Context: an optimization exercise on an open-source flow, tuned for small area, a short achievable clock period and few clock cycles per item. The choices shown serve that exercise and are no tape-out recipe.
No functional check of the RTL was part of any run shown here.

==> flow/design.v, too long to show whole: its modules and the start of the top module <==
// module pla_ctrl: 89 lines
// module pla_dp: 1985 lines
// module polyline_length_accumulator_core: 43 lines
module polyline_length_accumulator_core (
    input  logic        i_clk,
    input  logic        i_rst_n,
    input  logic        i_in_valid,
    output logic        o_in_stall,
    input  logic [15:0] i_in_x,
    input  logic [15:0] i_in_y,
    input  logic        i_in_last,
    output logic        o_out_valid,
    input  logic        i_out_stall,
    output logic [31:0] o_out_length,
    output logic [15:0] o_out_count
);
  // ...
==> flow/flow/run.sh <==
#!/bin/bash
# the standard layout (the standard.sh: unchanged synthesis, floorplan,
# placement, clock tree, routing), with its timing repair aimed at a shorter
# period than the clock's: setup repair keeps going until each path has the
# margin below, instead of stopping once the 10 ns clock is met
bash standard.sh SETUP_SLACK_MARGIN=${MARGIN:-6.5} TNS_END_PERCENT=100 finish > standard.log 2>&1
==> flow/standard.sh <==
#!/bin/bash
# synth_recipe.tcl (not shown) runs the flow's synth.tcl, then flattens the netlist and writes it again
# the make line also repeats each setting of config.mk as NAME=value (left out here)
make -C /OpenROAD-flow-scripts/flow DESIGN_CONFIG=/design/flow/config.mk WORK_HOME=/design/flow/orfs CLKGATE_MAP_FILE= SYNTH_SCRIPT=/design/flow/synth_recipe.tcl "${@:-finish}"
==> flow/config.mk <==
export PLATFORM = sky130hd
export DESIGN_NAME = polyline_length_accumulator_core
export DESIGN_NICKNAME = polyline_length_accumulator_core
export VERILOG_FILES = /design/flow/design.v
export SDC_FILE = /design/flow/constraint.sdc
export NUM_CORES = 4
export LEC_CHECK = 0
export ABC_AREA = 1
export CAP_MARGIN = 20
export CORE_MARGIN = 2
export CORE_UTILIZATION = 40
export CTS_BUF_LIST = sky130_fd_sc_hd__clkbuf_16
export CTS_CLUSTER_DIAMETER = 80
export CTS_CLUSTER_SIZE = 30
export SLEW_MARGIN = 20
==> flow/constraint.sdc <==
create_clock -name core_clock -period 10.0 [get_ports {i_clk}]
set_input_delay 2.0000 -clock core_clock [delete_from_list [all_inputs] [get_ports {i_clk}]]
set_output_delay 2.0000 -clock core_clock [all_outputs]
set_load 0.01 [all_outputs]
==> flow_metrics.tcl, run 1 <==
set metrics [dict create \
    clockBufferDepth 3 \
    final.setup.worst_slack_ns 6.441 \
    start_kind "register" \
    grt_pass1_wl_um 133600 \
    status "finished clean" \
    tightest_slew_ns 0.8301 \
    routedWlPerCell_um 13.85 \
    fin_area_mm2 0.04532 \
    row_count 113 \
    inv_count 790 \
    cts_root_buf "clkbuf_16" \
    vias 28480 \
    worst_hold_path_type "reg2reg" \
    postRouteAntennaNets 0 \
    finalSetupViolCount 0 \
    reg_top3 "u_ctrl.r_e x144, u_dp.s_rad x33, u_dp.q1_rad x28" \
    synth-xor-area-share 0.07989 \
    slew_viol_final 0 \
    path_clk_slew_ns 0.10 \
    grt_pass1_vias 27400 \
    drv_cap 0 \
    grt_use_met3 0.01713 \
    yosysWarnings 3 \
    wl_met2_um 41330 \
    taps 1265 \
    largest_class "multi-input combinational cells" \
    final_common_cell "nand2_1" \
    drt-initial-drc-count 1630 \
    nMultiInputCombCells 2920 \
    synth-simple-area-share 0.1745 \
    grt_use_total 0.1623 \
    synth_area_leaders "dfxtp_1, fa_1, nand2_1" \
    finClkSkew_ns 0.04156 \
    clock_latency_ns 0.61 \
    syn-num-nets 5064 \
    syn_to_final_growth_pct 17.43 \
    top_usage_layer "met2" \
    synth_async_sr_flop_share 0 \
    period_minus_slack_ns 3.559 \
]
==> run 2, diff against run 1 <==
--- a/flow/config.mk
+++ b/flow/config.mk
@@ -11,5 +11,5 @@
 export CORE_UTILIZATION = 40
 export CTS_BUF_LIST = sky130_fd_sc_hd__clkbuf_16
-export CTS_CLUSTER_DIAMETER = 80
-export CTS_CLUSTER_SIZE = 30
+export CTS_CLUSTER_DIAMETER = 60
+export CTS_CLUSTER_SIZE = 25
 export SLEW_MARGIN = 20
==> run 2 against run 1 <==
Net effect: wire length shrank 0.58%; final cell count grew 0.22%; hold slack lost 0.037 ns; first-iteration DRC count shrank 9.6%; flip-flop and latch count is the same; die area is the same; non-clock buffer count shrank 14; sequential share of layout area shrank 0.097 points; utilization grew 0.12 points; critical path type unchanged; critical endpoint is now u_dp.q6_r[12]$_DFF_P_.
==> flow_metrics.tcl, run 2 <==
set metrics [dict create \
    wl_um 83040 \
    cts.sinks 687 \
    synth_area_leaders "dfxtp_1, fa_1, nand2_1" \
    drc 0 \
    holdWs_ns 0.2964 \
    routed_via_density 4.734 \
    syn_to_final_growth_pct 17.74 \
    final_common_cell "nand2_1" \
    worstPathCellList "buf_8 > xnor2_2 > ha_4 > a21oi_4 > o31ai_4 > a21oi_2 > a21o_1 > nand2_2 > xor2_1 > ha_1 > inv_2 > nor2_4 > nand3_2 > o211ai_1 > buf_4 > a21boi_4 > o21ai_2 > a21oi_2 > xor2_1" \
    drt-initial-drc-count 1474 \
    yosysWarnings 3 \
    finalNetCount 5255 \
    routabilityCongestion 0.8349 \
    crit_fanout 6 \
    postRouteAntennaNets 0 \
    cts_made_buffers 51 \
    synth_ff_type "dfxtp_1" \
    final.setup.worst_slack_ns 6.516 \
    overflow 0 \
    slew_viol_final 0 \
    final_layout_size_suffix_gt1_frac 0.1406 \
    start_kind "register" \
    die_h_um 314.6 \
    reg_top3 "u_ctrl.r_e x144, u_dp.s_rad x33, u_dp.q1_rad x28" \
    grt_pass1_wl_um 134300 \
    yosysTopAreaCell "dfxtp_1" \
    setup_tns_ns 0 \
    finalHoldViolations 0 \
    clock_latency_ns 0.64 \
    yosysSeqAreaShare 0.3771 \
    dp_cells 5768 \
    crit_slowest_cell "dfxtp_4" \
    critPathKind "reg2reg" \
    synth_async_sr_flop_share 0 \
    avgSynthCellArea_um2 8.485 \
    dp_hpwl_um 57750 \
    synth_edf_count 80 \
    status "finished clean" \
    ios 87 \
    core_area_mm2 0.09529 \
    num_antenna_cells 0 \
    routedWlPerCell_um 13.74 \
    die-area_mm2 0.09897 \
    row_count 113 \
    netlist.area_leader.share 0.3149 \
    ys_seq_elements 687 \
    top_register "u_ctrl.r_e" \
    cts_tree "built" \
    rsz0062_at_grt "true" \
    clockBufferDepth 3 \
    period_share 0.3484 \
    finalSetupViolCount 0 \
    cts_hold_buf 0 \
    fin_cells 6045 \
    slew_headroom 0.4594 \
    synth_cell_types 45 \
    dpl_worst_slack_ns 4.903 \
    die_w_um 314.6 \
    synth.top_cells.by_count "nand2_1, inv_1, dfxtp_1" \
    crit_arrival_ns 4.01 \
    finClkSkew_ns 0.03581 \
    netlist_area_mm2 0.03859 \
    antenna_found_initial 0 \
    vias 28620 \
    end_kind "register" \
    io_buffers 86 \
    grt_use_total 0.1628 \
    cts_root_buf "clkbuf_16" \
    grt_pass1_vias 27610 \
    yosysMostFrequentCell "nand2_1" \
    clock.fmax_mhz 287.1 \
    worst_hold_path_type "reg2reg" \
    grt_max_degree 88 \
    period_minus_slack_ns 3.484 \
    tightest_slew_ns 0.8024 \
    cts_max_level 2 \
    layout_common_cells "nand2_1, inv_1, dfxtp_1" \
    final_util 0.4768 \
    critPathRequiredTime_ns 10.52 \
    largest_reg_flops 144 \
    drv_cap 0 \
    path_clk_slew_ns 0.09 \
    start_util 0.4050 \
    syn_inst 4548 \
    max_stage_delay_ns 0.39 \
    syn-num-nets 5064 \
    first_pass_iters 5 \
]
## run 2: cell counts after synthesis
No cell type changed its count.
## run 2: path summary, 6_finish.rpt
kind                               start                     end  slack, ns  depth (start not counted)
setup / recovery   u_dp.q5_r[12]$_DFF_P_   u_dp.q6_r[12]$_DFF_P_       6.52                         19
hold / removal    u_dp.q3_rad[9]$_DFF_P_  u_dp.q4_rad[9]$_DFF_P_       0.30                          0
setup reg to reg   u_dp.q5_r[12]$_DFF_P_   u_dp.q6_r[12]$_DFF_P_       6.52                         19
hold reg to reg   u_dp.q3_rad[9]$_DFF_P_  u_dp.q4_rad[9]$_DFF_P_       0.30                          0
## run 2: area by class of cell
cell class / instances / area, µm²
fill: 9033 / 49860
multi-input combinational: 2920 / 21670
sequential: 687 / 14670
inverter: 790 / 2993
timing repair buffer: 289 / 2625
tap: 1265 / 1583
clock buffer: 52 / 1301
clock inverter: 42 / 594.3
## run 2: logic make-up after synthesis
family                   synth area share
AND/OR/NAND/NOR                    0.1745
flip-flops                         0.3771
XOR/XNOR                          0.07989
multiplexers                     0.002335
adder cells (fa/ha/maj)            0.1995
buffers and inverters             0.09312
AO/OA/AOI/OAI                     0.07350
## run 2: through the flow
step / area [µm²]
floorplan: 38860
global placement: 40710
detailed placement: 40710
CTS: 43380
global route: 45430
finish: 45430
## run 2: what timing repair did
action | 4_1_cts | 5_1_grt
cloned | 2 | 5
gates resized for setup | 189 | 252
setup buffers | 53 | 123
pin swaps | 36 | 154
setup endpoints to repair | 302 | 130
## run 2: layer usage
metal | up-vias | global-route usage | wire length [µm]
met5 | - | 0 | 0
met3 | 157 | 0.01726 | 2627
li1 | 14580 | - | -
met2 | 490 | 0.2898 | 40830
met4 | 0 | 0.05032 | 2631
met1 | 13390 | 0.2065 | 36960
## run 2: worst max-delay path, delay by kind of cell, from the launching register on
kind                       cells  cell delay (ns)
adders and majority gates      2             0.57
xor gates and xnor gates       3             0.52
AOI/OAI and AO/OA              8             1.18
and+or+nand+nor                3             0.31
DFF                            1             0.39
buffers and inverters          3             0.40

[port drivers added, routing unchanged]
How much do the figures lean on ideal ports? The routed layouts below were timed once more, with nothing changed but the port constraints.
Step 1 (the two cells are an assumption about what drives the block):
set clk [get_ports {i_clk}]
set_driving_cell -lib_cell sky130_fd_sc_hd__clkbuf_16 $clk
set_driving_cell -lib_cell sky130_fd_sc_hd__buf_2 [delete_from_list [all_inputs] $clk]
Step 2, shift: input delay + t, output delay - t, t = (earliest + latest rising clock arrival at the registers) / 2. This alone moves slack from input paths to output paths.
a / b / c = ideal / step 1 / step 2; a / b = the first two.
| run | t (ns) | slack for setup (ns) | worst hold slack (ns) | worst setup path after step 2 | cell pins on the clock port's net |
|---|---|---|---|---|---|
| run 1 | 0.655 | 6.441 / 6.441 / 5.983 | 0.333 / 0.333 / 0.333 | input to register | 1 |
| run 2 | 0.675 | 6.516 / 6.516 / 5.942 | 0.296 / 0.296 / 0.296 | input to register | 1 |
After both steps every run listed still meets setup and hold. The setup slack of run 2, which loses most, moves by 0.000 ns with the drivers and by -0.574 ns with both steps.
